From an optimization exercise on the open Yosys and OpenROAD flow, aimed at small area; shortcuts taken in it are not production practice.
Only simulation tests tie the RTL to the original design; equivalence was not proved.
Power is estimated from default activity; no workload was simulated.

## config.mk

```make
export PLATFORM = sky130hd
export DESIGN_NAME = platform_game
export DESIGN_NICKNAME = platform_game
export VERILOG_FILES = /design/flow/design.v
export SDC_FILE = /design/flow/constraint.sdc
export NUM_CORES = 4
export LEC_CHECK = 0
export CAP_MARGIN = 20
export CORE_MARGIN = 2
export CORE_UTILIZATION = 40
export SLEW_MARGIN = 20
```

## constraint.sdc

```tcl
create_clock -name core_clock -period 7.0 [get_ports {clk}]
set_input_delay 1.4000 -clock core_clock [delete_from_list [all_inputs] [get_ports {clk}]]
set_output_delay 1.4000 -clock core_clock [all_outputs]
set_load 0.01 [all_outputs]
```

## design.v

```verilog
localparam integer MAP_COLS = 20;
localparam integer MAP_ROWS = 15;
localparam [9:0] TILE_SIZE = 10'd32;
localparam [3:0] TILE_EMPTY  = 4'h0;
localparam [3:0] TILE_SPIKE  = 4'h1;
localparam [3:0] TILE_GATE1  = 4'h2;
localparam [3:0] TILE_GATE2  = 4'h3;
localparam [3:0] TILE_GATE3  = 4'h4;
localparam [3:0] TILE_PLATE1 = 4'h5;
localparam [3:0] TILE_PLATE2 = 4'h6;
localparam [3:0] TILE_PLATE3 = 4'h7;
localparam [3:0] TILE_EXIT   = 4'h8;
localparam [3:0] TILE_WALL   = 4'h9;
localparam [9:0] STEP_PX     = 10'd5;
localparam [9:0] JUMP_HEIGHT = 10'd64;
localparam [9:0] CEILING_Y   = 10'd10;
localparam [9:0] FLOOR_Y     = 10'd416;
localparam [9:0] X_LIMIT     = 10'd603;
localparam [9:0] FOOT_INSET  = 10'd4;
localparam [9:0] P0_START_X = 10'd32;
localparam [9:0] P0_START_Y = 10'd320;
localparam [9:0] P1_START_X = 10'd32;
localparam [9:0] P1_START_Y = 10'd416;
localparam integer SPIKE_TICKS = 8;
localparam [3:0] SPIKE_ON_PHASE = 4'd4;
localparam integer LOSE_TICKS = 40;
localparam [8:0] KEY_START = 9'h16;
localparam [8:0] KEY_LEFT  = 9'h1C;
localparam [8:0] KEY_RIGHT = 9'h23;
localparam [8:0] KEY_JUMP  = 9'h29;
localparam [9:0] JOY_LOW  = 10'd400;
localparam [9:0] JOY_HIGH = 10'd600;
localparam [1:0] SCENE_START = 2'd0;
localparam [1:0] SCENE_PLAY  = 2'd1;
localparam [1:0] SCENE_LOSE  = 2'd2;
module control_decode (
    input  logic [20:0] joy,
    input  logic [9:0]  key,
    input  logic        key_valid,
    output logic [2:0]  cmd0,
    output logic [2:0]  cmd1,
    output logic        start_req
);
localparam integer MAP_COLS = 20;
localparam integer MAP_ROWS = 15;
localparam [9:0] TILE_SIZE = 10'd32;
localparam [3:0] TILE_EMPTY  = 4'h0;
localparam [3:0] TILE_SPIKE  = 4'h1;
localparam [3:0] TILE_GATE1  = 4'h2;
localparam [3:0] TILE_GATE2  = 4'h3;
localparam [3:0] TILE_GATE3  = 4'h4;
localparam [3:0] TILE_PLATE1 = 4'h5;
localparam [3:0] TILE_PLATE2 = 4'h6;
localparam [3:0] TILE_PLATE3 = 4'h7;
localparam [3:0] TILE_EXIT   = 4'h8;
localparam [3:0] TILE_WALL   = 4'h9;
localparam [9:0] STEP_PX     = 10'd5;
localparam [9:0] JUMP_HEIGHT = 10'd64;
localparam [9:0] CEILING_Y   = 10'd10;
localparam [9:0] FLOOR_Y     = 10'd416;
localparam [9:0] X_LIMIT     = 10'd603;
localparam [9:0] FOOT_INSET  = 10'd4;
localparam [9:0] P0_START_X = 10'd32;
localparam [9:0] P0_START_Y = 10'd320;
localparam [9:0] P1_START_X = 10'd32;
localparam [9:0] P1_START_Y = 10'd416;
localparam integer SPIKE_TICKS = 8;
localparam [3:0] SPIKE_ON_PHASE = 4'd4;
localparam integer LOSE_TICKS = 40;
localparam [8:0] KEY_START = 9'h16;
localparam [8:0] KEY_LEFT  = 9'h1C;
localparam [8:0] KEY_RIGHT = 9'h23;
localparam [8:0] KEY_JUMP  = 9'h29;
localparam [9:0] JOY_LOW  = 10'd400;
localparam [9:0] JOY_HIGH = 10'd600;
localparam [1:0] SCENE_START = 2'd0;
localparam [1:0] SCENE_PLAY  = 2'd1;
localparam [1:0] SCENE_LOSE  = 2'd2;
    function automatic logic ge_k(input logic [9:0] v, input logic [9:0] k);
        ge_k = 1'b1;
        for (int b = 0; b < 10; b++) begin
            if (k[b]) ge_k = v[b] & ge_k;
            else      ge_k = v[b] | ge_k;
        end
    endfunction
    logic [9:0] joy_x;
    logic       key_pressed;
    logic [8:0] key_code;
    assign joy_x       = joy[20:11];
    assign key_pressed = key[9];
    assign key_code    = key[8:0];
    assign cmd0 = {!ge_k(joy_x, JOY_LOW), ge_k(joy_x, JOY_HIGH + 10'd1), joy[0]};
    assign cmd1 = {key_pressed && (key_code == KEY_LEFT),
                   key_pressed && (key_code == KEY_RIGHT),
                   key_pressed && (key_code == KEY_JUMP)};
    assign start_req = key_valid && key_pressed && (key_code == KEY_START);
endmodule
module map_upper (
    input  logic [9:0] x,
    input  logic [8:0] y,
    input  logic [2:0] gates,
    output logic       floor_hit,
    output logic       ceil_hit,
    output logic       wall_l,
    output logic       wall_r,
    output logic       on_plate1,
    output logic       on_spike
);
    function automatic logic ge_k(input logic [9:0] v, input logic [9:0] k);
        ge_k = 1'b1;
        for (int b = 0; b < 10; b++) begin
            if (k[b]) ge_k = v[b] & ge_k;
            else      ge_k = v[b] | ge_k;
        end
    endfunction
    logic [4:0] c, o, oy;
    logic [3:0] r;
    logic o_lt5, o_ge28, oy_z, oy_ge16, oy_lt28;
    logic a_m1, a_0, a_1, a_2;
    logic g_m1, g_0, g_1, g_2;
    logic a_span, b_span, g_span;
    logic fr1, fr357, fr910;
    logic ar1, ar357, ar910;
    logic w1, w357, w910;
    logic al, gl, ar_, gr;
    assign c  = x[9:5];
    assign o  = x[4:0];
    assign r  = y[8:5];
    assign oy = y[4:0];
    assign o_lt5   = !ge_k(o, 5);
    assign o_ge28  = ge_k(o, 28);
    assign oy_z    = (oy == 5'd0);
    assign oy_ge16 = oy[4];
    assign oy_lt28 = !ge_k(oy, 28);
    assign a_m1 = ge_k(c, 11);
    assign a_0  = ge_k(c, 10);
    assign a_1  = ge_k(c, 9);
    assign a_2  = ge_k(c, 8);
    assign g_m1 = (c == 5'd8 && !gates[0]) || (c == 5'd13 && !gates[1]) || (c == 5'd18 && !gates[2]);
    assign g_0  = (c == 5'd19) || (c == 5'd7 && !gates[0]) || (c == 5'd12 && !gates[1]) || (c == 5'd17 && !gates[2]);
    assign g_1  = (c == 5'd18) || (c == 5'd6 && !gates[0]) || (c == 5'd11 && !gates[1]) || (c == 5'd16 && !gates[2]);
    assign g_2  = (c == 5'd17) || (c == 5'd5 && !gates[0]) || (c == 5'd10 && !gates[1]) || (c == 5'd15 && !gates[2]);
    assign a_span = (!o_ge28 && a_0) || (!o_lt5 && a_1);
    assign b_span = (!o_ge28 && !a_0) || (!o_lt5 && !a_1);
    assign g_span = (!o_ge28 && g_0) || (!o_lt5 && g_1);
    assign fr1   = (r == 4'd0);
    assign fr357 = (r == 4'd2) || (r == 4'd4) || (r == 4'd6);
    assign fr910 = (r == 4'd8) || (r == 4'd9);
    assign floor_hit = (r == 4'd10) || (fr1 && a_span) || (fr357 && b_span) || (fr910 && g_span);
    assign ar1   = oy_z ? (r == 4'd2) : (r == 4'd1);
    assign ar357 = oy_z ? ((r == 4'd4) || (r == 4'd6) || (r == 4'd8))
                        : ((r == 4'd3) || (r == 4'd5) || (r == 4'd7));
    assign ar910 = oy_z ? (r == 4'd10) : ((r == 4'd9) || (r == 4'd10));
    assign ceil_hit = (ar1 && a_span) || (ar357 && b_span) || (ar910 && g_span);
    assign w1   = (oy_lt28 && (r == 4'd1)) || (oy_ge16 && (r == 4'd0));
    assign w357 = (oy_lt28 && ((r == 4'd3) || (r == 4'd5) || (r == 4'd7)))
               || (oy_ge16 && ((r == 4'd2) || (r == 4'd4) || (r == 4'd6)));
    assign w910 = (oy_lt28 && ((r == 4'd9) || (r == 4'd10)))
               || (oy_ge16 && ((r == 4'd8) || (r == 4'd9)));
    assign al  = o_lt5 ? a_m1 : a_0;
    assign gl  = o_lt5 ? g_m1 : g_0;
    assign ar_ = o_ge28 ? a_2 : a_1;
    assign gr  = o_ge28 ? g_2 : g_1;
    assign wall_l = (c == 5'd0 && o_lt5) || (w1 && al) || (w357 && !al) || (w910 && gl);
    assign wall_r = (w1 && ar_) || (w357 && !ar_) || (w910 && gr);
    assign on_plate1 = (r == 4'd10) && ge_k(x, 60) && !ge_k(x, 156);
    assign on_spike  = ((r == 4'd10 && oy_z) || (r == 4'd9 && !oy_z))
                    && (c == 5'd5 || (c == 5'd4 && o != 5'd0));
endmodule
module map_lower (
    input  logic [9:0] x,
    input  logic       seq,
    input  logic [2:0] i,
    input  logic [2:0] gates,
    output logic       floor_hit,
    output logic       ceil_hit,
    output logic       wall_l,
    output logic       wall_r,
    output logic [2:0] on_plate,
    output logic       on_spike
);
    function automatic logic ge_k(input logic [9:0] v, input logic [9:0] k);
        ge_k = 1'b1;
        for (int b = 0; b < 10; b++) begin
            if (k[b]) ge_k = v[b] & ge_k;
            else      ge_k = v[b] | ge_k;
        end
    endfunction
    logic [4:0] c, o;
    logic o_lt5, o_ge28;
    logic bottom, in_row12, span13, side_l, side_r;
    assign c = x[9:5];
    assign o = x[4:0];
    assign o_lt5  = !ge_k(o, 5);
    assign o_ge28 = ge_k(o, 28);
    assign bottom   = (i == 3'd7);
    assign in_row12 = !seq && (i == 3'd0);
    assign span13 = (!o_ge28 && (ge_k(c, 15) || (c == 5'd4 && !gates[0])))
                 || (!o_lt5  && (ge_k(c, 14) || (c == 5'd3 && !gates[0])));
    assign floor_hit = bottom || (!in_row12 && span13);
    assign ceil_hit = (i == 3'd0);
    assign side_l = o_lt5  ? (ge_k(c, 16) || (c == 5'd5 && !gates[0]))
                           : (ge_k(c, 15) || (c == 5'd4 && !gates[0]));
    assign side_r = o_ge28 ? (ge_k(c, 13) || (c == 5'd2 && !gates[0]))
                           : (ge_k(c, 14) || (c == 5'd3 && !gates[0]));
    assign wall_l = (c == 5'd0 && o_lt5) || (i[2] && side_l);
    assign wall_r = i[2] && side_r;
    assign on_plate[0] = bottom && ge_k(x, 156) && !ge_k(x, 316);
    assign on_plate[1] = bottom && ge_k(x, 316) && !ge_k(x, 476);
    assign on_plate[2] = !bottom && !in_row12 && ge_k(x, 476);
    assign on_spike = (i != 3'd0) && !(seq && bottom) && (c == 5'd2 || (c == 5'd1 && o != 5'd0));
endmodule
module player_upper #(
    parameter logic [9:0] START_X = 10'd32,
    parameter logic [8:0] START_Y = 9'd320
) (
    input  logic        clk,
    input  logic        rst,
    input  logic        tick,
    input  logic [2:0]  cmd,
    input  logic [2:0]  gates,
    output logic [20:0] pos,
    output logic        on_plate1,
    output logic        on_spike
);
    function automatic logic [9:0] step5(input logic [9:0] v, input logic m, input logic d);
        logic cy;
        step5[0] = v[0] ^ m;
        cy       = m & (v[0] ^ d);
        step5[1] = v[1] ^ cy;
        cy       = cy & (v[1] ^ d);
        step5[2] = v[2] ^ m ^ cy;
        cy       = m & ((v[2] ^ d) | cy);
        for (int b = 3; b < 10; b++) begin
            step5[b] = v[b] ^ cy;
            cy       = cy & (v[b] ^ d);
        end
    endfunction
    logic [9:0] x;
    logic [8:0] y;
    logic [9:0] y_step;
    logic       face_left;
    logic       jumping;
    logic       on_ground;
    logic       floor_hit, ceil_hit, wall_l, wall_r;
    logic       at_right_end, jump_end, go_left, go_right, y_move;
    assign pos = {x, 1'b0, y, face_left};
    map_upper u_map (
        .x         (x),
        .y         (y),
        .gates     (gates),
        .floor_hit (floor_hit),
        .ceil_hit  (ceil_hit),
        .wall_l    (wall_l),
        .wall_r    (wall_r),
        .on_plate1 (on_plate1),
        .on_spike  (on_spike)
    );
    assign at_right_end = x[9] && x[6] && x[4] && x[3] && x[0];
    assign go_left  = cmd[2] && !wall_l;
    assign go_right = !go_left && cmd[1] && !at_right_end && !wall_r;
    assign jump_end = ceil_hit || (y[4:0] == 5'd31) || (y[8:4] == 5'd0 && !(y[3] && (y[2] || y[1] && y[0])));
    assign y_move   = jumping ? !jump_end : !floor_hit;
    assign y_step   = step5({1'b0, y}, tick && y_move, jumping);
    always_ff @(posedge clk or posedge rst) begin
        if (rst) begin
            x         <= START_X;
            y         <= START_Y;
            face_left <= 1'b0;
            jumping   <= 1'b0;
            on_ground <= 1'b1;
        end else begin
            x <= step5(x, tick && (go_left || go_right), go_left);
            if (tick && (go_left || go_right)) face_left <= go_left;
            if (tick && !jumping && floor_hit) y <= {y[8:5], 5'd0};
            else                               y <= y_step[8:0];
            if (tick) begin
                jumping   <= jumping ? !jump_end : (cmd[0] && on_ground);
                on_ground <= !jumping && floor_hit && !(cmd[0] && on_ground);
            end
        end
    end
endmodule
module player_lower #(
    parameter logic [9:0] START_X = 10'd32
) (
    input  logic        clk,
    input  logic        rst,
    input  logic        tick,
    input  logic [2:0]  cmd,
    input  logic [2:0]  gates,
    output logic [20:0] pos,
    output logic [2:0]  on_plate,
    output logic        on_spike
);
    function automatic logic [9:0] step5(input logic [9:0] v, input logic m, input logic d);
        logic cy;
        step5[0] = v[0] ^ m;
        cy       = m & (v[0] ^ d);
        step5[1] = v[1] ^ cy;
        cy       = cy & (v[1] ^ d);
        step5[2] = v[2] ^ m ^ cy;
        cy       = m & ((v[2] ^ d) | cy);
        for (int b = 3; b < 10; b++) begin
            step5[b] = v[b] ^ cy;
            cy       = cy & (v[b] ^ d);
        end
    endfunction
    logic [9:0] x;
    logic       seq;
    logic [2:0] i;
    logic [8:0] y;
    logic       face_left;
    logic       jumping;
    logic       on_ground;
    logic       floor_hit, ceil_hit, wall_l, wall_r;
    logic       at_right_end, go_left, go_right;
    logic       bottom;
    assign bottom = (i == 3'd7);
    always_comb begin
        case ({seq, i})
            4'h0: y = 9'd381;  4'h1: y = 9'd386;  4'h2: y = 9'd391;  4'h3: y = 9'd396;
            4'h4: y = 9'd401;  4'h5: y = 9'd406;  4'h6: y = 9'd411;  4'h7: y = 9'd416;
            4'h8: y = 9'd384;  4'h9: y = 9'd389;  4'hA: y = 9'd394;  4'hB: y = 9'd399;
            4'hC: y = 9'd404;  4'hD: y = 9'd409;  4'hE: y = 9'd414;  default: y = 9'd419;
        endcase
    end
    assign pos = {x, 1'b0, y, face_left};
    map_lower u_map (
        .x         (x),
        .seq       (seq),
        .i         (i),
        .gates     (gates),
        .floor_hit (floor_hit),
        .ceil_hit  (ceil_hit),
        .wall_l    (wall_l),
        .wall_r    (wall_r),
        .on_plate  (on_plate),
        .on_spike  (on_spike)
    );
    assign at_right_end = x[9] && x[6] && x[4] && x[3] && x[0];
    assign go_left  = cmd[2] && !wall_l;
    assign go_right = !go_left && cmd[1] && !at_right_end && !wall_r;
    always_ff @(posedge clk or posedge rst) begin
        if (rst) begin
            x         <= START_X;
            seq       <= 1'b0;
            i         <= 3'd7;
            face_left <= 1'b0;
            jumping   <= 1'b0;
            on_ground <= 1'b1;
        end else begin
            x <= step5(x, tick && (go_left || go_right), go_left);
            if (tick && (go_left || go_right)) face_left <= go_left;
            if (tick) begin
                if (jumping) begin
                    if (!ceil_hit) i <= i - 3'd1;
                end else if (floor_hit) begin
                    seq <= !bottom;
                    i   <= bottom ? 3'd7 : 3'd0;
                end else begin
                    i <= i + 3'd1;
                end
                jumping   <= jumping ? !ceil_hit : (cmd[0] && on_ground);
                on_ground <= !jumping && floor_hit && !(cmd[0] && on_ground);
            end
        end
    end
endmodule
module hazard_monitor (
    input  logic clk,
    input  logic rst,
    input  logic tick,
    input  logic contact,
    output logic spike_on,
    output logic spike_hit
);
    logic [6:0] cnt;    
    always_ff @(posedge clk or posedge rst) begin
        if (rst)       cnt <= '0;
        else if (tick) cnt <= cnt + 7'd1;
    end
    assign spike_on  = cnt[6:3] > 4'd4;
    assign spike_hit = spike_on && contact;
endmodule
module scene_fsm (
    input  logic       clk,
    input  logic       rst,
    input  logic       tick,
    input  logic       start_req,
    input  logic       spike_hit,
    output logic [1:0] scene
);
    logic [5:0] s;
    logic       losing;
    assign losing = s[5] || s[4];
    assign scene  = {losing, s[0] && !losing};
    always_ff @(posedge clk or posedge rst) begin
        if (rst) begin
            s <= 6'd0;
        end else if (s[0] && !losing) begin
            if (spike_hit) s <= 6'd24;
        end else if ((losing && tick) || (!losing && start_req)) begin
            s <= s + 6'd1;
        end
    end
endmodule
module platform_game (
    input  logic        clk,
    input  logic        rst,
    input  logic        tick,
    input  logic [20:0] joy,
    input  logic [9:0]  key,
    input  logic        key_valid,
    output logic [20:0] p0,
    output logic [20:0] p1,
    output logic [2:0]  gates,
    output logic        spike_on,
    output logic [1:0]  scene
);
localparam integer MAP_COLS = 20;
localparam integer MAP_ROWS = 15;
localparam [9:0] TILE_SIZE = 10'd32;
localparam [3:0] TILE_EMPTY  = 4'h0;
localparam [3:0] TILE_SPIKE  = 4'h1;
localparam [3:0] TILE_GATE1  = 4'h2;
localparam [3:0] TILE_GATE2  = 4'h3;
localparam [3:0] TILE_GATE3  = 4'h4;
localparam [3:0] TILE_PLATE1 = 4'h5;
localparam [3:0] TILE_PLATE2 = 4'h6;
localparam [3:0] TILE_PLATE3 = 4'h7;
localparam [3:0] TILE_EXIT   = 4'h8;
localparam [3:0] TILE_WALL   = 4'h9;
localparam [9:0] STEP_PX     = 10'd5;
localparam [9:0] JUMP_HEIGHT = 10'd64;
localparam [9:0] CEILING_Y   = 10'd10;
localparam [9:0] FLOOR_Y     = 10'd416;
localparam [9:0] X_LIMIT     = 10'd603;
localparam [9:0] FOOT_INSET  = 10'd4;
localparam [9:0] P0_START_X = 10'd32;
localparam [9:0] P0_START_Y = 10'd320;
localparam [9:0] P1_START_X = 10'd32;
localparam [9:0] P1_START_Y = 10'd416;
localparam integer SPIKE_TICKS = 8;
localparam [3:0] SPIKE_ON_PHASE = 4'd4;
localparam integer LOSE_TICKS = 40;
localparam [8:0] KEY_START = 9'h16;
localparam [8:0] KEY_LEFT  = 9'h1C;
localparam [8:0] KEY_RIGHT = 9'h23;
localparam [8:0] KEY_JUMP  = 9'h29;
localparam [9:0] JOY_LOW  = 10'd400;
localparam [9:0] JOY_HIGH = 10'd600;
localparam [1:0] SCENE_START = 2'd0;
localparam [1:0] SCENE_PLAY  = 2'd1;
localparam [1:0] SCENE_LOSE  = 2'd2;
    logic [2:0] cmd0;
    logic [2:0] cmd1;
    logic       start_req;
    logic       spike_hit;
    logic       plate0;
    logic [2:0] plate1;
    logic       spike0;
    logic       spike1;
    control_decode u_ctrl (
        .joy       (joy),
        .key       (key),
        .key_valid (key_valid),
        .cmd0      (cmd0),
        .cmd1      (cmd1),
        .start_req (start_req)
    );
    player_upper #(
        .START_X (P0_START_X),
        .START_Y (P0_START_Y[8:0])
    ) u_player0 (
        .clk       (clk),
        .rst       (rst),
        .tick      (tick),
        .cmd       (cmd0),
        .gates     (gates),
        .pos       (p0),
        .on_plate1 (plate0),
        .on_spike  (spike0)
    );
    player_lower #(
        .START_X (P1_START_X)
    ) u_player1 (
        .clk       (clk),
        .rst       (rst),
        .tick      (tick),
        .cmd       (cmd1),
        .gates     (gates),
        .pos       (p1),
        .on_plate  (plate1),
        .on_spike  (spike1)
    );
    assign gates = {plate1[2], plate1[1], plate1[0] || plate0};
    hazard_monitor u_hazard (
        .clk       (clk),
        .rst       (rst),
        .tick      (tick),
        .contact   (spike0 || spike1),
        .spike_on  (spike_on),
        .spike_hit (spike_hit)
    );
    scene_fsm u_scene (
        .clk       (clk),
        .rst       (rst),
        .tick      (tick),
        .start_req (start_req),
        .spike_hit (spike_hit),
        .scene     (scene)
    );
endmodule
```

## run.sh

```bash
#!/bin/bash
# synth_recipe.tcl (not shown) runs the flow's synth.tcl, then flattens the netlist and writes it again
# the make line also repeats each setting of config.mk as NAME=value (left out here)
make -C /OpenROAD-flow-scripts/flow DESIGN_CONFIG=/design/flow/config.mk WORK_HOME=/design/flow/orfs CLKGATE_MAP_FILE= SYNTH_SCRIPT=/design/flow/synth_recipe.tcl finish
```

==> results of run 1 <==
## per-layer routing
layer,wire length [µm],up-vias
met5,0,-
met4,109,0
met3,377,12
met2,5530,87
met1,4970,1890
li1,-,1931
## power by group through the flow
| stage | Combinational [mW] | Clock, mW | Sequential (mW) |
|---|---|---|---|
| finish | 1.07 | 0.206 | 0.649 |
| detailed placement | 1.06 | 0 | 0.651 |
| global placement | 1.05 | 0 | 0.649 |
| floorplan | 0.818 | 0 | 0.536 |
| CTS | 1.07 | 0.217 | 0.646 |
| global route | 1.19 | 0.230 | 0.682 |
## state kept, by name (all words and copies together) (netlist names), 3 cells and up
register,flops
u_player1.i,3
u_player0.x,10
u_scene.s,6
u_hazard.cnt,7
u_player1.x,10
u_player0.y,9
## cell type report
type	count	area, µm²	area share
Clock buffer	6	72.6	0.0144
Clock inverter	2	35.0	0.00693
Inverter	19	71.3	0.0141
Multi-Input combinational cell	398	2680	0.530
Sequential cell	52	1310	0.260
Tap cell	136	170	0.0337
Timing Repair Buffer	72	713	0.141
## synthesized netlist by cell type (6+ instances only)
| library cell | count |
|---|---|
| and3_1 | 7 |
| nand2_1 | 43 |
| xnor2_1 | 22 |
| a211oi_1 | 9 |
| inv_1 | 18 |
| ha_1 | 11 |
| or2_2 | 10 |
| o21ai_0 | 24 |
| mux2i_1 | 11 |
| nor2_1 | 47 |
| buf_4 | 10 |
| xor2_1 | 17 |
| nor3_1 | 7 |
| o211ai_1 | 10 |
| nand4_1 | 9 |
| o2111ai_1 | 6 |
| nand3_1 | 13 |
| dfrtp_1 | 43 |
| dfstp_2 | 9 |
| nor2b_1 | 7 |
| nand2b_1 | 11 |
| clkbuf_1 | 23 |
| a21oi_1 | 19 |
## cell families (layout without fill, tap and decap cells)
family          after synthesis  count (layout)  share of synthesized area
other cells                   2               3                    0.00176
buf+inv                      62              99                     0.0649
xor+xnor                     39              39                     0.0801
flops                        52              52                      0.308
simple gates                190             190                      0.235
mux                          16              16                     0.0390
fa+ha+maj                    11              11                     0.0323
compound gates              139             139                      0.239
## worst max-delay path by stage
stage / from / endpoint / slack [ns] / cells past startpoint
floorplan: u_player1.i[0]$_DFFE_PP1P_ / u_player0.x[6]$_DFF_PP0_ / 3.59 / 12
global placement: key[4] / u_player1.x[9]$_DFF_PP0_ / 2.59 / 9
detailed placement: key[4] / u_player1.x[4]$_DFF_PP0_ / 2.54 / 9
CTS: u_player1.i[0]$_DFFE_PP1P_ / gates[2] / 2.60 / 7
global route: key[4] / u_player1.x[4]$_DFF_PP0_ / 2.48 / 9
finish: u_player1.i[0]$_DFFE_PP1P_ / gates[2] / 2.64 / 7
## worst max-delay path: cells and delay by family (launching register included)
family,cells,cell delay (ns)
DFF,1,0.62
and+or+nand+nor,2,0.78
adders and majority gates,2,0.50
buffers and inverters,3,0.75
## metrics by stage
| stage | std cells | total power [mW] | instance area (µm²) |
|---|---|---|---|
| floorplan | 512 | 1.35 | 4270 |
| global placement | 677 | 1.70 | 4940 |
| detailed placement | 677 | 1.71 | 4940 |
| CTS | 685 | 1.94 | 5050 |
| global route | 685 | 2.10 | 5050 |
| finish | 685 | 1.92 | 5050 |
==> summary.txt, run 1 <==
Detailed routing
  – First-pass detailed-route iteration total: 4
  – Post-route antenna net violation count: 0
  – Iteration-0 DRC count of the detailed router: approximately 160
  – Routed wire length per instance: ~16 µm
  – Total number of vias: approximately 3900
  – Routed vias/inst: 5.72
  – Remaining routing DRC violations: 0
  – Post-Route WL: approximately 11 mm

Setup path
  – Maximum fanout along the worst path: 7
  – Endpoint type of the worst setup path: output pin
  – CP arrival: around 3.0 ns
  – Critical path launch point type: flop
  – Crit Path Class: flop to output pin
  – Register-to-register path setup slack: around 3.2 ns
  – Launch instance of the worst register-to-register path: u_player1.i[0]$_DFFE_PP1P_
  – Data required time at the worst endpoint: 5.60 ns
  – Cell-by-cell trace of the critical path: inv_1, ha_1, ha_1, nor2b_1, or4b_4, inv_1, clkdlybuf4s50_1
  – Delay contributed by the slowest stage of the critical path: 0.62 ns
  – R2r endpoint: u_player0.x[9]$_DFF_PP0_
  – R2R cell count: 12
  – Critical-path top delay cell: dfstp_2

Pwr
  – Net load switching power: 0.877 mW
  – Power density relative to cell area: 381 nW/µm²
  – Internal power: 1.05 mW
  – Net switching share of the total power: 0.456
  – Proportion of power drawn by flip-flops and latches: 0.337
  – Leakage power of the design: between 1.5 and 2 nW
  – Part of the total power dissipated in combinational logic: 0.555
  – Peak VDD IR: 0.000237 V
  – Clock share of power: 0.107

Synth
  – Synth Area per Inst: about 8.3 µm²
  – FFs w/ async S/R, synth: 1.00
  – Warnings, synthesis: 7
  – Primary FF master, synth: dfrtp_1
  – Fraction of the yosys area taken by sequential cells: 0.308
  – Summed instance area of the synthesized netlist: 4260 µm²
  – Dominant cell type by area after synthesis: dfrtp_1
  – Gate Count Post-Synth: 511
  – Number of unique standard cell types used by synthesis: 73
  – Count of state elements after synthesis: 52
  – Number of flops mapped to enable cells by yosys: 0
  – Fraction of post-synthesis cell area in the top cell type by area: 0.252
  – Leading post-synthesis cells by cell area: dfrtp_1 25%, dfstp_2 5.5%, xnor2_1 4.5%

GRT
  – Routing layer with the top usage in global route: met2
  – Routing usage on met3: 0.0298
  – GR Overflow Total: 0
  – Global-route met2 utilization: 0.351
  – Via count of the first global-routing pass: 3848
  – Global router's overall resource usage: 0.201
  – Number of antenna violations at the first check in global routing: 0
  – First-pass GRT wire length: 19.0 mm
  – Met1 GRT Util: 0.262
  – Largest net degree at the start of global routing: 53

Floorplan
  – Core outline area: around 10000 µm²
  – Initial Util: 0.413
  – Cell row count: 37
  – DIE HEIGHT: 107 µm
  – Die Outline Area: 11500 µm²
  – Overall die width: 107 µm
  – Ports: a little over 80

Finish
  – Core occupancy in the finished layout: 0.489
  – Most common cell after layout, fill and taps aside: clkdlybuf4s50_1
  – Number of nets in the finished design: 594
  – Number of antenna repair diodes: 0
  – Share of cells above drive strength 1: 0.0911
  – Synthesis-to-layout area growth: 18.5%
  – Fillcell total: 990
  – Most frequent cells in the layout: 69 x clkdlybuf4s50_1, 47 x nor2_1, 43 x nand2_1, 43 x dfrtp_1, 24 x o21ai_0

Clocking
  – Post-CTS repair timing setup buffer count: 0
  – Number of clock sinks seen by CTS: 52
  – Cts bufs inserted: 5
  – PostCTS Resize Cnt: 0
  – Bufs on Longest Clock Path: 2
  – CTS Root Cell: clkbuf_8
  – CTS Hold Buffers Added: 0
  – Clock-pin transition on the worst setup and hold timing paths: about 0.090 ns
  – CTS tree: yes
  – Clk latency of the worst-skew pair: ~0.30 ns
  – Number of H-tree levels: 2

Timing
  – Hold Worst Slack: 0.464 ns
  – Clock skew after layout: approximately 0.0076 ns
  – Worst slew pin tran: 1.02 ns
  – Post-route fraction of the period consumed by the critical path: 0.623
  – Relative slew slack: 0.317
  – Fmax achieved: 229 MHz
  – Final setup TNS: 0 ns
  – Count of final setup violators: 0
  – Unrepaired setup endpoints after global routing: no
  – Post-route setup slack: 2.64 ns
  – Total count of hold-check failures in the final report: 0
  – Period minus WS final: 4.36 ns
  – Slew Limit Fails: 0

Worst hold path
  – Hold Path Stages: 1
  – Endpoint of the worst hold-timing path: u_hazard.cnt[6]$_DFFE_PP0P_
  – Beginning of the worst hold path: u_hazard.cnt[6]$_DFFE_PP0P_
  – Classification of the worst-slack hold path: flop to flop

Place
  – HPWL after DPL: 8.03 mm
  – Number of port buffers: 69
  – Setup slack after placement: between 2 and 3 ns
  – Weighted congestion at the end of routability-driven global placement: around 0.86

Flow run
  – Max-cap violations: 0

Status
  – Outcome: timing/DRC/antenna clean
==> inputs of run 2 (changes only) <==
==> flow/run.sh (new file) <==
#!/bin/bash
# Standard ORFS layout (the standard.sh) with two changes:
#  - the port buffers are the smallest buffer (buf_1) instead of the cell
#    buffer_ports picks by itself; every port still gets its buffer
#  - CTS does not add dummy loads
# Each tool's output goes to a log file of its own here; ORFS keeps its
# per-step logs under orfs/logs.
set -euo pipefail
export BUFFER_PORTS_ARGS="-buffer_cell sky130_fd_sc_hd__buf_1"
export CTS_ARGS="-sink_clustering_enable -repair_clock_nets -dont_use_dummy_load"
bash standard.sh > standard.log 2>&1
==> standard.sh (new file) <==
#!/bin/bash
# synth_recipe.tcl (not shown) runs the flow's synth.tcl, then flattens the netlist and writes it again
# the make line also repeats each setting of config.mk as NAME=value (left out here)
make -C /OpenROAD-flow-scripts/flow DESIGN_CONFIG=/design/flow/config.mk WORK_HOME=/design/flow/orfs CLKGATE_MAP_FILE= SYNTH_SCRIPT=/design/flow/synth_recipe.tcl "${@:-finish}"
removed: run.sh
==> run 2 against run 1 <==
Compared with the run above:
- sequential share of layout area is 2.7 points higher
- critical endpoint unchanged
- non-clock buffer count stayed put
- hold slack worse by 0.0029 ns
- highest routed layer unchanged
- still clean on timing, DRC and antenna
- die area stayed put
- clock power is about 20% lower
- via count is 1.7% lower
- setup slack better by 0.37 ns
==> summary.txt, run 2 <==
Detailed routing
  – Total number of vias: 3853
  – Iteration-0 DRC count of the detailed router: 169
  – Post-Route WL: 10.5 mm
  – First-pass detailed-route iteration total: 4
  – Post-route antenna net violation count: 0
  – Routed wire length per instance: 15.5 µm
  – Routed vias/inst: 5.65
  – Remaining routing DRC violations: 0

Finish
  – Most frequent cells in the layout: 69 x buf_1, 47 x nor2_1, 43 x nand2_1, 43 x dfrtp_1, 24 x o21ai_0
  – Biggest registers after layout: u_player0.x x10, u_player1.x x10, u_player0.y x9
  – Most common cell after layout, fill and taps aside: buf_1
  – Final cell area excluding filler cells: 4580 µm²
  – Number of antenna repair diodes: 0
  – Share of cells above drive strength 1: 0.0879
  – Number of nets in the finished design: 594
  – Footprint of the multi-input gates: 2680 µm²
  – Area of all sequential standard cells: 1310 µm²
  – Synthesis-to-layout area growth: 7.48%
  – Fillcell total: 1043

Clocking
  – PostCTS Resize Cnt: 0
  – Number of clock sinks seen by CTS: 52
  – Bufs on Longest Clock Path: 2
  – Clk latency of the worst-skew pair: around 0.31 ns
  – Cts bufs inserted: 5
  – Clock-pin transition on the worst setup and hold timing paths: 0.09 ns
  – Number of H-tree levels: 2
  – CTS Hold Buffers Added: 0
  – CTS tree: yes
  – Post-CTS repair timing setup buffer count: 0
  – CTS Root Cell: clkbuf_8

Timing
  – Total count of hold-check failures in the final report: 0
  – Final setup TNS: 0 ns
  – Relative slew slack: 0.348
  – Period minus WS final: about 4.0 ns
  – Fmax achieved: 250 MHz
  – Count of final setup violators: 0
  – Unrepaired setup endpoints after global routing: no
  – Slew Limit Fails: 0
  – Worst slew pin tran: 0.970 ns
  – Post-route fraction of the period consumed by the critical path: 0.571
  – Clock skew after layout: 0.0162 ns

Setup path
  – R2R cell count: 12
  – Data required time at the worst endpoint: around 5.6 ns
  – R2r endpoint: u_player0.x[6]$_DFF_PP0_
  – Critical path launch point type: flop
  – Beginning of the critical path: u_player1.i[0]$_DFFE_PP1P_
  – Register-to-register path setup slack: about 3.3 ns
  – Critical-path top delay cell: dfstp_2
  – Endpoint type of the worst setup path: output pin
  – Cell-by-cell trace of the critical path: inv_1, ha_1, ha_1, nor2b_1, or4b_4, inv_1, buf_1
  – CP endpoint: gates[2]
  – Crit Path Class: flop to output pin
  – Delay contributed by the slowest stage of the critical path: about 0.63 ns
  – Launch instance of the worst register-to-register path: u_player1.i[0]$_DFFE_PP1P_
  – Maximum fanout along the worst path: 7
  – CP arrival: 2.60 ns

Place
  – HPWL after DPL: 7.58 mm
  – Placed Instance Area: about 4500 µm²
  – Weighted congestion at the end of routability-driven global placement: 0.859
  – Number of port buffers: 69

Synth
  – Primary FF master, synth: dfrtp_1
  – Count of state elements after synthesis: 52
  – Fraction of post-synthesis cell area in the top cell type by area: 0.252
  – Synth Area per Inst: 8.34 µm²
  – Number of flops mapped to enable cells by yosys: 0
  – FFs w/ async S/R, synth: 1.00
  – Most frequently used cell type in the post-synthesis netlist: nor2_1
  – Summed instance area of the synthesized netlist: around 4300 µm²
  – Dominant cell type by area after synthesis: dfrtp_1
  – Cell types with the highest counts after synthesis: 47 x nor2_1, 43 x dfrtp_1, 43 x nand2_1
  – Gate Count Post-Synth: 511
  – Number of unique standard cell types used by synthesis: 73
  – Fraction of the yosys area taken by sequential cells: 0.308
  – Leading post-synthesis cells by cell area: dfrtp_1 25%, dfstp_2 5.5%, xnor2_1 4.5%
  – Warnings, synthesis: 7

GRT
  – First-pass GRT wire length: 17.9 mm
  – Number of antenna violations at the first check in global routing: 0
  – GR Overflow Total: 0
  – Largest net degree at the start of global routing: 53
  – Global router's overall resource usage: 0.188
  – Via count of the first global-routing pass: 3630

Flow run
  – Max-cap violations: 0

Floorplan
  – DIE HEIGHT: 107 µm
  – Overall die width: 107 µm
  – Core outline area: 10300 µm²
  – Cell row count: 37
  – Initial Util: 0.413
  – Die Outline Area: ~11000 µm²
  – Ports: 83

Status
  – Outcome: timing/DRC/antenna clean

Worst hold path
  – Classification of the worst-slack hold path: flop to flop

Pwr
  – Power density relative to cell area: approximately 380 nW/µm²
  – Leakage power of the design: about 1.8 nW
  – Peak VDD IR: 0.000229 V
-- run 2: metrics by stage --
step                       util  std cells  setup slack, ns  total power, mW  hold slack [ns]
after global placement    0.437        677             2.95             1.57            0.449
after floorplan               -        512             3.59             1.35            0.433
after detailed placement  0.437        677             2.92             1.58            0.455
after global routing      0.444        682             2.87             1.92            0.496
final                     0.444        682             3.00             1.75            0.461
after CTS                 0.444        682             2.99             1.75            0.474
-- run 2: where the power goes --
group	switching [mW]	internal [mW]	total (mW)
combinational	0.546	0.389	0.935
sequential	0.228	0.423	0.651
clock	0.0992	0.0650	0.164
total	0.873	0.877	1.75
-- run 2: kinds of logic after synthesis --
logic type / synth area share
other: 0.00176
AOI/OAI and AO/OA: 0.239
adders and majority gates: 0.0323
xor gates and xnor gates: 0.0801
DFF: 0.308
and+or+nand+nor: 0.235
buffers and inverters: 0.0649
muxes: 0.0390
-- run 2: metal layers --
layer | vias to the layer above | track usage | part of all wire
met5 | - | 0 | 0
li1 | 1933 | - | -
met4 | 0 | 0.0529 | 0.015
met2 | 95 | 0.311 | 0.47
met1 | 1809 | 0.257 | 0.47
met3 | 16 | 0.0267 | 0.035
-- run 2: layout make-up --
class / instances / area share
inverters: 19 / 0.0156
well taps: 136 / 0.0371
flip-flops and latches: 52 / 0.286
clock buffers: 5 / 0.0150
multi-input cells: 398 / 0.584
repair buffers: 72 / 0.0614
-- run 2: worst min path at each step --
stage,startpoint,to,slack [ns],cells past startpoint
2_1_floorplan,u_hazard.cnt[6]$_DFFE_PP0P_,u_hazard.cnt[6]$_DFFE_PP0P_,0.43,1
3_3_place_gp,u_hazard.cnt[6]$_DFFE_PP0P_,u_hazard.cnt[6]$_DFFE_PP0P_,0.45,1
3_5_place_dp,u_hazard.cnt[6]$_DFFE_PP0P_,u_hazard.cnt[6]$_DFFE_PP0P_,0.45,1
4_1_cts,u_hazard.cnt[6]$_DFFE_PP0P_,u_hazard.cnt[6]$_DFFE_PP0P_,0.47,1
5_1_grt,u_hazard.cnt[6]$_DFFE_PP0P_,u_hazard.cnt[6]$_DFFE_PP0P_,0.50,1
6_report,u_hazard.cnt[6]$_DFFE_PP0P_,u_hazard.cnt[6]$_DFFE_PP0P_,0.46,1
-- run 2: critical path, delay by kind of cell (launching register included) --
family | cells | cell delay (ns)
buf+inv | 3 | 0.37
simple gates | 2 | 0.79
flops | 1 | 0.63
fa+ha+maj | 2 | 0.51
==> inputs of run 3 (changes only) <==
--- a/flow/run.sh
+++ b/flow/run.sh
@@ -9,3 +9,3 @@
 export BUFFER_PORTS_ARGS="-buffer_cell sky130_fd_sc_hd__buf_1"
-export CTS_ARGS="-sink_clustering_enable -repair_clock_nets -dont_use_dummy_load"
+export CTS_ARGS="-sink_clustering_enable -repair_clock_nets -dont_use_dummy_load -buf_list sky130_fd_sc_hd__clkbuf_16 -root_buf sky130_fd_sc_hd__clkbuf_16 -sink_clustering_size 64 -sink_clustering_max_diameter 200"
 bash standard.sh > standard.log 2>&1
==> run 3 against run 2 <==
Compared with the run above:
- wire length grew 0.60%
- fmax grew 0.47%
- non-clock buffer count is the same
- still clean on timing, DRC and antenna
- via count is essentially flat
- largest power group unchanged
- setup slack gained 0.019 ns
- register-to-register slack is essentially flat
- clock power grew 41%
==> summary.txt, run 3 <==
Finish
  – Core occupancy in the finished layout: 0.449
  – Number of antenna repair diodes: 0
  – Share of cells above drive strength 1: 0.0879
  – Post-route insts no fill: 682
  – Synthesis-to-layout area growth: 8.81%
  – Biggest registers after layout: u_player0.x x10, u_player1.x x10, u_player0.y x9
  – Fillcell total: about 1000
  – Number of nets in the finished design: 594
  – Most frequent cells in the layout: 69 x buf_1, 47 x nor2_1, 43 x nand2_1, 43 x dfrtp_1, 24 x o21ai_0
  – Most common cell after layout, fill and taps aside: buf_1

Setup path
  – Beginning of the critical path: u_player1.i[0]$_DFFE_PP1P_
  – Count of buffering cells on the critical path with inverters included: 3
  – CP arrival: ~2.6 ns
  – Launch instance of the worst register-to-register path: u_player1.i[0]$_DFFE_PP1P_
  – Critical-path top delay cell: dfstp_2
  – Endpoint type of the worst setup path: output pin
  – Maximum fanout along the worst path: 7
  – Register-to-register path setup slack: roughly 3.3 ns
  – Cell-by-cell trace of the critical path: inv_1, ha_1, ha_1, nor2b_1, or4b_4, inv_1, buf_1
  – R2r endpoint: u_player0.x[6]$_DFF_PP0_
  – Crit Path Class: flop to output pin
  – Data required time at the worst endpoint: 5.60 ns
  – Delay-heaviest family, CP: simple AND/OR/NAND/NOR gates
  – R2R cell count: 12
  – Critical path launch point type: flop
  – Delay contributed by the slowest stage of the critical path: 0.62 ns

Pwr
  – Power density relative to cell area: 392 nW/µm²
  – Peak VDD IR: 0.000231 V
  – Clock share of power: 0.128
  – Leakage power of the design: 1.81 nW
  – Part of the total power dissipated in combinational logic: 0.514
  – Net switching share of the total power: 0.483
  – Proportion of power drawn by flip-flops and latches: 0.359
  – Internal power: 0.940 mW
  – Net load switching power: 0.879 mW

Floorplan
  – Ports: 83
  – Cell row count: 37
  – Die Outline Area: 11500 µm²
  – Initial Util: 0.413
  – DIE HEIGHT: 107 µm
  – Core outline area: 10300 µm²
  – Overall die width: 107 µm

GRT
  – Largest net degree at the start of global routing: 53
  – First-pass GRT wire length: 17.9 mm
  – Via count of the first global-routing pass: 3646
  – Global router's overall resource usage: 0.190
  – GR Overflow Total: 0
  – Number of antenna violations at the first check in global routing: 0

Timing
  – Clock skew after layout: 0.00872 ns
  – Total count of hold-check failures in the final report: 0
  – Final setup TNS: 0 ns
  – Slew Limit Fails: 0
  – Fmax achieved: 251 MHz
  – Count of final setup violators: 0
  – Hold Worst Slack: around 0.46 ns
  – Worst slew pin tran: between 0.9 and 1 ns
  – Unrepaired setup endpoints after global routing: no
  – Relative slew slack: 0.347
  – Period minus WS final: between 3 and 4 ns
  – Post-route fraction of the period consumed by the critical path: 0.568

Clocking
  – Clk latency of the worst-skew pair: 0.29 ns
  – Number of clock sinks seen by CTS: 52
  – CTS Hold Buffers Added: 0
  – Number of H-tree levels: 2
  – Clock-pin transition on the worst setup and hold timing paths: 0.07 ns
  – PostCTS Resize Cnt: 0
  – Post-CTS repair timing setup buffer count: 0
  – CTS tree: yes
  – Bufs on Longest Clock Path: 2
  – Cts bufs inserted: 5
  – CTS Root Cell: clkbuf_16

Synth
  – Primary FF master, synth: dfrtp_1
  – Most frequently used cell type in the post-synthesis netlist: nor2_1
  – Dominant cell type by area after synthesis: dfrtp_1
  – Number of flops mapped to enable cells by yosys: 0
  – Fraction of the yosys area taken by sequential cells: 0.308
  – Cell types with the highest counts after synthesis: 47 x nor2_1, 43 x dfrtp_1, 43 x nand2_1
  – Summed instance area of the synthesized netlist: 4260 µm²
  – Gate Count Post-Synth: approximately 510
  – Warnings, synthesis: 7
  – Count of state elements after synthesis: 52
  – Synth Area per Inst: between 8 and 9 µm²
  – Fraction of post-synthesis cell area in the top cell type by area: 0.252
  – Number of unique standard cell types used by synthesis: 73
  – FFs w/ async S/R, synth: 1.00
  – Leading post-synthesis cells by cell area: dfrtp_1 25%, dfstp_2 5.5%, xnor2_1 4.5%

Worst hold path
  – Classification of the worst-slack hold path: flop to flop
  – Hold Path Stages: 1
  – Endpoint of the worst hold-timing path: u_hazard.cnt[6]$_DFFE_PP0P_
  – Beginning of the worst hold path: u_hazard.cnt[6]$_DFFE_PP0P_

Status
  – Outcome: timing/DRC/antenna clean

Detailed routing
  – Iteration-0 DRC count of the detailed router: approximately 170
  – Post-Route WL: around 11 mm
  – Total number of vias: just under 4000
  – Remaining routing DRC violations: 0
  – First-pass detailed-route iteration total: 4
  – Post-route antenna net violation count: 0
  – Routed vias/inst: 5.65
  – Routed wire length per instance: 15.5 µm

Place
  – HPWL after DPL: ~7.6 mm
  – Post-placement cell count: approximately 680
  – Weighted congestion at the end of routability-driven global placement: approximately 0.86
  – Number of port buffers: 69

Flow run
  – Max-cap violations: 0
run 3: metrics by stage:
step                      instance area, µm²  power [mW]  worst slack [ns]
after floorplan                         4270        1.35              3.59
after global placement                  4510        1.57              2.95
after detailed placement                4510        1.58              2.92
after CTS                               4640        1.82              3.02
after global routing                    4640        1.99              2.91
final                                   4640        1.82              3.02
run 3: layout make-up:
cell class | instances | area, µm² | area share
tap | 136 | 170 | 0.0367
sequential | 52 | 1310 | 0.283
timing repair buffer | 72 | 282 | 0.0607
multi-input combinational | 398 | 2680 | 0.577
clock buffer | 5 | 125 | 0.0270
inverter | 19 | 71.3 | 0.0154
run 3: power groups by stage:
stage / logic (mW) / registers [mW] / clock network (mW)
after floorplan: 0.818 / 0.536 / 0
after global placement: 0.920 / 0.648 / 0
after detailed placement: 0.930 / 0.652 / 0
after CTS: 0.935 / 0.649 / 0.240
after global routing: 1.06 / 0.681 / 0.251
final: 0.934 / 0.652 / 0.232
run 3: cells by family (layout without fill, tap and decap cells):
logic type	after synthesis	after routing	share of synthesized area
and+or+nand+nor	190	190	0.235
AOI/OAI and AO/OA	139	139	0.239
buffers and inverters	62	96	0.0649
DFF	52	52	0.308
xor gates and xnor gates	39	39	0.0801
muxes	16	16	0.0390
adders and majority gates	11	11	0.0323
other	2	3	0.00176
run 3: how the worst max path moves through the flow:
stage               slack [ns]                  endpoint  cells after the start
global route              2.91                  gates[2]                      7
floorplan                 3.59  u_player0.x[6]$_DFF_PP0_                     12
CTS                       3.02                  gates[2]                      7
detailed placement        2.92  u_player1.x[9]$_DFF_PP0_                      9
global placement          2.95  u_player1.x[8]$_DFF_PP0_                      9
finish                    3.02                  gates[2]                      7
run 3: layer usage:
layer  share of wire  up-vias  track usage  wire length, µm
li1                -     1927            -                -
met5               0        -            0                0
met2            0.47       95        0.314             5010
met1            0.48     1822        0.258             5050
met3           0.041        8       0.0274              436
met4           0.010        0       0.0519              108
==> inputs of run 4 (changes only) <==
--- a/design.v
+++ b/design.v
@@ -377,8 +377,16 @@
 );
-    logic [6:0] cnt;    
+    logic [6:0] cnt, n;    
+    logic cy;
+    always_comb begin
+        cy = tick;
+        for (int b = 0; b < 7; b++) begin
+            n[b] = cnt[b] ^ cy;
+            cy   = cy & cnt[b];
+        end
+    end
     always_ff @(posedge clk or posedge rst) begin
-        if (rst)       cnt <= '0;
-        else if (tick) cnt <= cnt + 7'd1;
+        if (rst) cnt <= '0;
+        else     cnt <= n;
     end
-    assign spike_on  = cnt[6:3] > 4'd4;
+    assign spike_on  = cnt[6] || (cnt[5] && (cnt[4] || cnt[3]));
     assign spike_hit = spike_on && contact;
@@ -393,14 +401,18 @@
 );
-    logic [5:0] s;
-    logic       losing;
-    assign losing = s[5] || s[4];
+    logic [5:0] s, n;
+    logic       losing, inc, cy;
+    assign losing = s[5] || s[3];
     assign scene  = {losing, s[0] && !losing};
-    always_ff @(posedge clk or posedge rst) begin
-        if (rst) begin
-            s <= 6'd0;
-        end else if (s[0] && !losing) begin
-            if (spike_hit) s <= 6'd24;
-        end else if ((losing && tick) || (!losing && start_req)) begin
-            s <= s + 6'd1;
+    assign inc = losing ? tick : (s[0] ? spike_hit : start_req);
+    always_comb begin
+        cy = inc;
+        for (int b = 0; b < 6; b++) begin
+            n[b] = s[b] ^ cy;
+            cy   = cy & s[b];
         end
+        n = n | {1'b0, cy, 1'b0, cy, cy, 1'b0};
+    end
+    always_ff @(posedge clk or posedge rst) begin
+        if (rst) s <= 6'd22;
+        else     s <= n;
     end
--- a/flow/run.sh
+++ b/flow/run.sh
@@ -9,3 +9,3 @@
 export BUFFER_PORTS_ARGS="-buffer_cell sky130_fd_sc_hd__buf_1"
-export CTS_ARGS="-sink_clustering_enable -repair_clock_nets -dont_use_dummy_load -buf_list sky130_fd_sc_hd__clkbuf_16 -root_buf sky130_fd_sc_hd__clkbuf_16 -sink_clustering_size 64 -sink_clustering_max_diameter 200"
+export CTS_ARGS="-sink_clustering_enable -repair_clock_nets -dont_use_dummy_load"
 bash standard.sh > standard.log 2>&1
==> run 4 against run 3 <==
Compared with the run above:
- first-iteration DRC count shrank 14%
- final cell count shrank 1.8%
- count of clock-buffer cells in the layout is the same
- hold slack gained 0.017 ns
- utilization shrank 0.98 points
- total power shrank 17%
- highest routed layer unchanged
==> summary.txt, run 4 <==
Pwr
  – Power density relative to cell area: 337 nW/µm²
  – Leakage power of the design: 1.87 nW
  – Power, Total: between 1.5 and 2 mW
  – Peak VDD IR: 0.000201 V

Synth
  – Warnings, synthesis: 7
  – Gate Count Post-Synth: 495
  – Leading post-synthesis cells by cell area: dfrtp_1 24%, dfstp_2 7.6%, ha_1 6.3%
  – Fraction of the yosys area taken by sequential cells: 0.315
  – Dominant cell type by area after synthesis: dfrtp_1
  – Number of unique standard cell types used by synthesis: just over 70
  – Cell types with the highest counts after synthesis: 45 x nand2_1, 40 x dfrtp_1, 38 x nor2_1
  – Synth Area per Inst: 8.43 µm²
  – Count of state elements after synthesis: 52
  – Summed instance area of the synthesized netlist: 4170 µm²
  – Number of flops mapped to enable cells by yosys: 0
  – FFs w/ async S/R, synth: 1.00
  – Fraction of post-synthesis cell area in the top cell type by area: 0.240
  – Primary FF master, synth: dfrtp_1
  – Most frequently used cell type in the post-synthesis netlist: nand2_1

Timing
  – Final setup TNS: 0 ns
  – Clock skew after layout: 0.0306 ns
  – Post-route setup slack: 3.16 ns
  – Relative slew slack: 0.416
  – Slew Limit Fails: 0
  – Worst slew pin tran: 0.873 ns
  – Total count of hold-check failures in the final report: 0
  – Period minus WS final: 3.84 ns
  – Count of final setup violators: 0
  – Post-route fraction of the period consumed by the critical path: 0.549
  – Fmax achieved: 260 MHz
  – Unrepaired setup endpoints after global routing: no

Place
  – Setup slack after placement: 3.11 ns
  – Post-placement cell count: 665
  – HPWL after DPL: roughly 7.8 mm
  – Placed Instance Area: roughly 4400 µm²
  – Weighted congestion at the end of routability-driven global placement: 0.837
  – Number of port buffers: between 60 and 70

Setup path
  – R2R cell count: 11
  – Crit Path Class: flop to output pin
  – Beginning of the critical path: u_player1.i[0]$_DFFE_PP1P_
  – Critical path launch point type: flop
  – Data required time at the worst endpoint: 5.60 ns
  – Register-to-register path setup slack: 3.29 ns
  – CP arrival: about 2.4 ns
  – R2r endpoint: u_player0.y[3]$_DFF_PP0_
  – Endpoint type of the worst setup path: output pin
  – Maximum fanout along the worst path: 9
  – Launch instance of the worst register-to-register path: u_player1.i[0]$_DFFE_PP1P_

Detailed routing
  – Post-Route WL: 10.3 mm
  – Remaining routing DRC violations: 0
  – Iteration-0 DRC count of the detailed router: 149
  – First-pass detailed-route iteration total: 4
  – Routed vias/inst: 5.69
  – Total number of vias: about 3800
  – Post-route antenna net violation count: 0
  – Routed wire length per instance: approximately 15 µm

Finish
  – Fillcell total: 1051
  – Post-route insts no fill: 670
  – Number of antenna repair diodes: 0
  – Synthesis-to-layout area growth: 7.77%
  – Most frequent cells in the layout: 69 x buf_1, 45 x nand2_1, 40 x dfrtp_1
  – Most common cell after layout, fill and taps aside: buf_1
  – Biggest registers after layout: u_player0.x x10, u_player1.x x10, u_player0.y x9
  – Share of cells above drive strength 1: 0.0749
  – Number of nets in the finished design: 592
  – Final cell area excluding filler cells: 4500 µm²

Worst hold path
  – Hold Path Stages: 1
  – Endpoint of the worst hold-timing path: u_hazard.cnt[6]$_DFF_PP0_
  – Classification of the worst-slack hold path: flop to flop
  – Beginning of the worst hold path: u_hazard.cnt[6]$_DFF_PP0_

Clocking
  – Clock-pin transition on the worst setup and hold timing paths: 0.11 ns
  – Number of H-tree levels: 2
  – Number of clock sinks seen by CTS: 52
  – CTS Hold Buffers Added: 0
  – PostCTS Resize Cnt: 0
  – Clk latency of the worst-skew pair: 0.32 ns
  – Post-CTS repair timing setup buffer count: 0
  – CTS tree: yes
  – Cts bufs inserted: 5
  – Bufs on Longest Clock Path: 2
  – CTS Root Cell: clkbuf_8

Floorplan
  – DIE HEIGHT: 106 µm
  – Overall die width: between 100 and 150 µm
  – Ports: 83
  – Initial Util: 0.408
  – Core outline area: 10200 µm²
  – Cell row count: 37
  – Die Outline Area: 11300 µm²

Status
  – Outcome: timing/DRC/antenna clean

GRT
  – First-pass GRT wire length: 17.6 mm
  – Largest net degree at the start of global routing: 53
  – Number of antenna violations at the first check in global routing: 0
  – GR Overflow Total: 0
  – Via count of the first global-routing pass: 3531
  – Global router's overall resource usage: 0.190

Flow run
  – Max-cap violations: 0
-- run 4: cell type report --
class | instances | area, µm² | share of cell area
clock buffer | 5 | 68.8 | 0.0153
inverter | 17 | 63.8 | 0.0142
timing repair buffer | 70 | 267 | 0.0593
tap | 136 | 170 | 0.0378
multi-input combinational | 390 | 2610 | 0.581
sequential | 52 | 1320 | 0.293
-- run 4: per-stage QoR --
stage               hold slack [ns]   util
floorplan                     0.433      -
global placement              0.448  0.433
detailed placement            0.459  0.433
CTS                           0.479  0.440
global route                  0.488  0.440
finish                        0.474  0.440
-- run 4: worst max-delay path, stage by stage, from the launching register on --
cell and delay, ns:
dfstp_2 0.64, inv_1 0.09, ha_1 0.25, ha_1 0.25
nor2b_1 0.18, or4_4 0.47, inv_1 0.09, buf_1 0.15
-- run 4: per-layer routing --
| metal | routed length [µm] | global-route usage |
|---|---|---|
| met1 | 4960 | 0.277 |
| met4 | 84 | 0.0432 |
| met2 | 4740 | 0.296 |
| met3 | 507 | 0.0294 |
| met5 | 0 | 0 |
-- run 4: kinds of logic after synthesis --
logic type,share of synthesized area
AOI/OAI and AO/OA,0.240
xor gates and xnor gates,0.0693
adders and majority gates,0.0630
buffers and inverters,0.0597
DFF,0.315
muxes,0.0225
other,0.00180
and+or+nand+nor,0.228
-- run 4: worst max-delay path by stage --
stage / cells after the start / to / slack [ns]
global route: 7 / gates[2] / 3.00
floorplan: 12 / u_scene.s[4]$_DFF_PP1_ / 3.41
detailed placement: 13 / u_scene.s[4]$_DFF_PP1_ / 3.11
finish: 7 / gates[2] / 3.16
global placement: 9 / u_player1.x[9]$_DFF_PP0_ / 3.11
CTS: 7 / gates[2] / 3.16
-- run 4: where the power goes --
group / switching, mW / leakage, nW / internal [mW]
Clock: 0.0973 / 0.0359 / 0.0649
Sequential: 0.186 / 0.640 / 0.402
Combinational: 0.449 / 1.20 / 0.316
==> inputs of run 5 (changes only) <==
==> flow/run.sh (replaced) <==
#!/bin/bash
# Standard ORFS layout (the standard.sh) with these changes:
#  - the port buffers are the smallest buffer (buf_1) instead of the cell
#    buffer_ports picks by itself; every port still gets its buffer
#  - CTS adds no dummy loads and uses a small root buffer
#  - before repair_design, combinational cells start from their smallest
#    drive strength (flow/downsize.tcl)
# standard.sh's output goes to standard.log here; ORFS keeps each step's
# log under orfs/logs.
set -euo pipefail
here=$(pwd)
export BUFFER_PORTS_ARGS="-buffer_cell sky130_fd_sc_hd__buf_1"
export CTS_ARGS="-sink_clustering_enable -repair_clock_nets -dont_use_dummy_load -root_buf sky130_fd_sc_hd__clkbuf_2 -buf_list sky130_fd_sc_hd__clkbuf_8"
export PRE_RESIZE_TCL="$here/flow/downsize.tcl"
bash standard.sh > standard.log 2>&1
==> flow/downsize.tcl (new file) <==
# Before repair_design: give every combinational cell the smallest-area
# variant of its own function (same cell family, other drive strength).
# repair_design and the later timing repairs size up again where needed.
set n 0
set saved 0.0
foreach inst [get_cells *] {
  set lc [get_lib_cells -of_objects $inst]
  set name [get_property $lc name]
  if { ![regexp {^(sky130_fd_sc_hd__[a-z0-9]+)_([0-9]+)$} $name -> base drive] } { continue }
  # keep registers, clock cells, buffers and ties as they are
  if { [regexp {__(df|edf|sdf|dl|clk|buf|conb|tap|fill|decap|diode)} $base] } { continue }
  set best $name
  set best_area [get_property $lc area]
  foreach cand [get_lib_cells ${base}_*] {
    set cn [get_property $cand name]
    if { ![regexp "^${base}_\[0-9\]+\$" $cn] } { continue }
    if { [get_property $cand dont_use] } { continue }
    set a [get_property $cand area]
    if { $a < $best_area } { set best $cn; set best_area $a }
  }
  if { $best ne $name } {
    set saved [expr { $saved + [get_property $lc area] - $best_area }]
    replace_cell $inst $best
    incr n
  }
}
puts "downsize: resized $n cells, [format %.1f $saved] um2 less"
==> run 5 against run 4 <==
Compared with the run above:
- the flow now stops in placement repair (3_4_place_resized)
- synthesized cell count is the same
- synthesized area is the same
==> summary.txt, run 5 <==
Status
  – Outcome: stopped before the end
  – Stage where the run ended: placement repair (3_4_place_resized)
  – Error that ended the run: [ERROR STA-2201] get_property -object_type must be specified with object name argument.

Synth
  – Synth Area per Inst: 8.43 µm²
  – Primary FF master, synth: dfrtp_1
  – Cell types with the highest counts after synthesis: 45 x nand2_1, 40 x dfrtp_1, 38 x nor2_1
  – Number of flops mapped to enable cells by yosys: 0
  – FFs w/ async S/R, synth: 1.00
  – Fraction of post-synthesis cell area in the top cell type by area: 0.240
  – Fraction of the yosys area taken by sequential cells: 0.315
  – Most frequently used cell type in the post-synthesis netlist: nand2_1
  – Gate Count Post-Synth: 495
  – Number of unique standard cell types used by synthesis: 72
  – Summed instance area of the synthesized netlist: 4170 µm²
  – Leading post-synthesis cells by cell area: dfrtp_1 24%, dfstp_2 7.6%, ha_1 6.3%
  – Warnings, synthesis: 7
  – Dominant cell type by area after synthesis: dfrtp_1
  – Count of state elements after synthesis: 52

Place
  – Weighted congestion at the end of routability-driven global placement: 0.837
  – Number of port buffers: 69

Floorplan
  – Overall die width: between 100 and 150 µm
  – DIE HEIGHT: 106 µm
  – Initial Util: 0.408
  – Ports: 83
  – Cell row count: 37
## run 5: cell counts after synthesis
No cell type changed its count.
## run 5: worst max-delay path by stage
stage / startpoint / to / slack [ns] / cells after the start
after global placement: key[7] / u_player1.x[9]$_DFF_PP0_ / 3.11 / 9
after floorplan: key[7] / u_scene.s[4]$_DFF_PP1_ / 3.41 / 12
## run 5: logic make-up after synthesis
kind of cell | share of synthesized area
other | 0.00180
multiplexers | 0.0225
AND/OR/NAND/NOR | 0.228
AO/OA/AOI/OAI | 0.240
buffers and inverters | 0.0597
XOR/XNOR | 0.0693
adder cells (fa/ha/maj) | 0.0630
flip-flops | 0.315
## run 5: through the flow
step / power [mW] / area [µm²]
floorplan: 1.16 / 4180
global placement: 1.34 / 4430
## run 5: power groups by stage
stage,Sequential [mW],Combinational (mW),Clock [mW]
3_3_place_gp,0.589,0.750,0
2_1_floorplan,0.499,0.662,0
==> inputs of run 6 (changes only) <==
--- a/flow/run.sh
+++ b/flow/run.sh
@@ -4,3 +4,3 @@
 #    buffer_ports picks by itself; every port still gets its buffer
-#  - CTS adds no dummy loads and uses a small root buffer
+#  - CTS adds no dummy loads
 #  - before repair_design, combinational cells start from their smallest
@@ -12,3 +12,3 @@
 export BUFFER_PORTS_ARGS="-buffer_cell sky130_fd_sc_hd__buf_1"
-export CTS_ARGS="-sink_clustering_enable -repair_clock_nets -dont_use_dummy_load -root_buf sky130_fd_sc_hd__clkbuf_2 -buf_list sky130_fd_sc_hd__clkbuf_8"
+export CTS_ARGS="-sink_clustering_enable -repair_clock_nets -dont_use_dummy_load"
 export PRE_RESIZE_TCL="$here/flow/downsize.tcl"
--- a/flow/downsize.tcl
+++ b/flow/downsize.tcl
@@ -6,3 +6,4 @@
 foreach inst [get_cells *] {
-  set lc [get_lib_cells -of_objects $inst]
+  set lc [get_lib_cells -quiet -of_objects $inst]
+  if { [llength $lc] != 1 || $lc eq "NULL" } { continue }
   set name [get_property $lc name]
==> run 6 against run 5 <==
Compared with the run above:
- now clean on timing, DRC and antenna
- synthesized area unchanged
- synthesized cell count is the same
==> summary.txt, run 6 <==
Detailed routing
  – Total number of vias: 3837
  – Post-Route WL: 10.4 mm
  – Top routing layer in use: met4
  – Post-route antenna net violation count: 0
  – Routed vias/inst: between 5 and 6
  – Length of routed wiring on met1: about 5.0 mm
  – Total met3 wirelength after detailed routing: 564 µm
  – Wire length on met2: 4.69 mm
  – Routed wire length per instance: 15.5 µm
  – Iteration-0 DRC count of the detailed router: 190
  – First-pass detailed-route iteration total: 5
  – Remaining routing DRC violations: 0

Clocking
  – CTS tree: yes
  – CTS Hold Buffers Added: 0
  – Clock-pin transition on the worst setup and hold timing paths: 0.11 ns
  – Bufs on Longest Clock Path: 2
  – Post-CTS repair timing setup buffer count: 0
  – CTS Root Cell: clkbuf_8
  – Clk latency of the worst-skew pair: 0.32 ns
  – PostCTS Resize Cnt: 0
  – Cts bufs inserted: 5
  – Number of clock sinks seen by CTS: 52
  – Number of H-tree levels: 2

Timing
  – Post-route fraction of the period consumed by the critical path: 0.583
  – Unrepaired setup endpoints after global routing: no
  – Relative slew slack: 0.315
  – Final setup TNS: 0 ns
  – Slew Limit Fails: 0
  – Total count of hold-check failures in the final report: 0
  – Hold Worst Slack: 0.476 ns
  – Worst slew pin tran: 1.03 ns
  – Post-route setup slack: 2.92 ns
  – Fmax achieved: 245 MHz
  – Count of final setup violators: 0
  – Clock skew after layout: 0.0278 ns
  – Period minus WS final: 4.08 ns

Floorplan
  – Ports: 83
  – Cell row count: 37
  – Initial Util: 0.408
  – Die Outline Area: 11300 µm²
  – Overall die width: 106 µm
  – DIE HEIGHT: 106 µm
  – Core outline area: 10200 µm²

Synth
  – Summed instance area of the synthesized netlist: 4170 µm²
  – Primary FF master, synth: dfrtp_1
  – Number of unique standard cell types used by synthesis: 72
  – Fraction of the yosys area taken by sequential cells: 0.315
  – Warnings, synthesis: 7
  – Most frequently used cell type in the post-synthesis netlist: nand2_1
  – Synth Area per Inst: approximately 8.4 µm²
  – Cell types with the highest counts after synthesis: 45 x nand2_1, 40 x dfrtp_1, 38 x nor2_1
  – Fraction of post-synthesis cell area in the top cell type by area: 0.240
  – FFs w/ async S/R, synth: 1.00
  – Gate Count Post-Synth: just under 500
  – Dominant cell type by area after synthesis: dfrtp_1
  – Leading post-synthesis cells by cell area: dfrtp_1 24%, dfstp_2 7.6%, ha_1 6.3%
  – Count of state elements after synthesis: 52
  – Number of flops mapped to enable cells by yosys: 0

Pwr
  – Net switching share of the total power: 0.484
  – Net load switching power: 0.721 mW
  – Part of the total power dissipated in combinational logic: 0.498
  – Proportion of power drawn by flip-flops and latches: 0.394
  – Internal power: 0.770 mW
  – Peak VDD IR: 0.000176 V
  – Power density relative to cell area: 336 nW/µm²
  – Leakage power of the design: roughly 1.9 nW
  – Clock share of power: 0.108

GRT
  – Number of antenna violations at the first check in global routing: 0
  – Global router's overall resource usage: 0.189
  – GR Overflow Total: 0
  – First-pass GRT wire length: 17.5 mm
  – Via count of the first global-routing pass: 3531
  – Largest net degree at the start of global routing: 53

Setup path
  – CP arrival: 4.31 ns
  – Data required time at the worst endpoint: 7.22 ns
  – Register-to-register path setup slack: 2.92 ns
  – Maximum fanout along the worst path: 13
  – R2r endpoint: u_player0.y[3]$_DFF_PP0_
  – Crit Path Class: flop to flop
  – Endpoint type of the worst setup path: flop
  – R2R cell count: 11
  – Beginning of the critical path: u_player1.i[0]$_DFFE_PP1P_
  – Launch instance of the worst register-to-register path: u_player1.i[0]$_DFFE_PP1P_
  – Critical path launch point type: flop

Worst hold path
  – Hold Path Stages: 1
  – Classification of the worst-slack hold path: flop to flop
  – Beginning of the worst hold path: u_hazard.cnt[6]$_DFF_PP0_
  – Endpoint of the worst hold-timing path: u_hazard.cnt[6]$_DFF_PP0_

Flow run
  – Max-cap violations: 0

Status
  – Outcome: timing/DRC/antenna clean

Place
  – Setup slack after placement: 2.83 ns
  – Weighted congestion at the end of routability-driven global placement: approximately 0.84
  – Placed Instance Area: roughly 4400 µm²
  – HPWL after DPL: 7.73 mm
  – Number of port buffers: 69

Finish
  – Number of antenna repair diodes: 0
  – Final cell area excluding filler cells: 4440 µm²
  – Share of cells above drive strength 1: 0.0598
  – Most common cell after layout, fill and taps aside: buf_1
  – Biggest registers after layout: u_player0.x x10, u_player1.x x10, u_player0.y x9
  – Synthesis-to-layout area growth: 6.36%
  – Most frequent cells in the layout: 69 x buf_1, 45 x nand2_1, 40 x dfrtp_1
  – Number of nets in the finished design: 593
  – Fillcell total: 1045
==> run 6: cell counts after synthesis <==
No cell type changed its count.
==> run 6: per-stage QoR <==
stage | total power, mW | cells | utilization
3_3_place_gp | 1.34 | 665 | 0.433
6_report | 1.49 | 671 | 0.434
4_1_cts | 1.50 | 670 | 0.433
3_5_place_dp | 1.33 | 665 | 0.427
5_1_grt | 1.63 | 671 | 0.434
2_1_floorplan | 1.16 | 496 | -
==> run 6: how the worst max path moves through the flow <==
stage / cells past startpoint / slack (ns) / endpoint
2_1_floorplan: 12 / 3.41 / u_scene.s[4]$_DFF_PP1_
3_3_place_gp: 9 / 3.11 / u_player1.x[9]$_DFF_PP0_
3_5_place_dp: 9 / 2.83 / u_player1.x[8]$_DFF_PP0_
4_1_cts: 11 / 2.93 / u_player0.y[3]$_DFF_PP0_
5_1_grt: 11 / 2.62 / u_player0.y[3]$_DFF_PP0_
6_report: 11 / 2.92 / u_player0.y[3]$_DFF_PP0_
==> run 6: power groups by stage <==
stage,combinational [mW],sequential [mW],clock [mW]
2_1_floorplan,0.662,0.499,0
3_3_place_gp,0.750,0.589,0
3_5_place_dp,0.742,0.590,0
4_1_cts,0.744,0.585,0.168
5_1_grt,0.843,0.611,0.180
6_report,0.742,0.588,0.161
==> run 6: layout make-up <==
type                       count  area (µm²)  area share
sequential                    52        1320       0.297
inverter                      17        63.8      0.0144
tap                          136         170      0.0383
clock buffer                   5        68.8      0.0155
multi-input combinational    390        2550       0.574
timing repair buffer          71         272      0.0612
==> run 6: metal layers <==
metal  GRT usage  vias up
li1            -     1876
met1       0.273     1810
met2       0.289      137
met3      0.0282       14
met4      0.0583        0
met5           0        -
==> run 6: kinds of logic after synthesis <==
kind of cell / share of synthesized area
multiplexers: 0.0225
AND/OR/NAND/NOR: 0.228
flip-flops: 0.315
other: 0.00180
adder cells (fa/ha/maj): 0.0630
AO/OA/AOI/OAI: 0.240
XOR/XNOR: 0.0693
buffers and inverters: 0.0597
==> run 6: worst max-delay path: stages, from the launching register on <==
cell	delay (ns)
dfstp_2	0.64
inv_1	0.10
ha_1	0.26
ha_1	0.26
nor2b_1	0.19
or4_1	0.51
o21a_1	0.23
or2_0	0.27
a311oi_1	0.46
a32oi_1	0.46
or3_1	0.49
a21oi_1	0.14
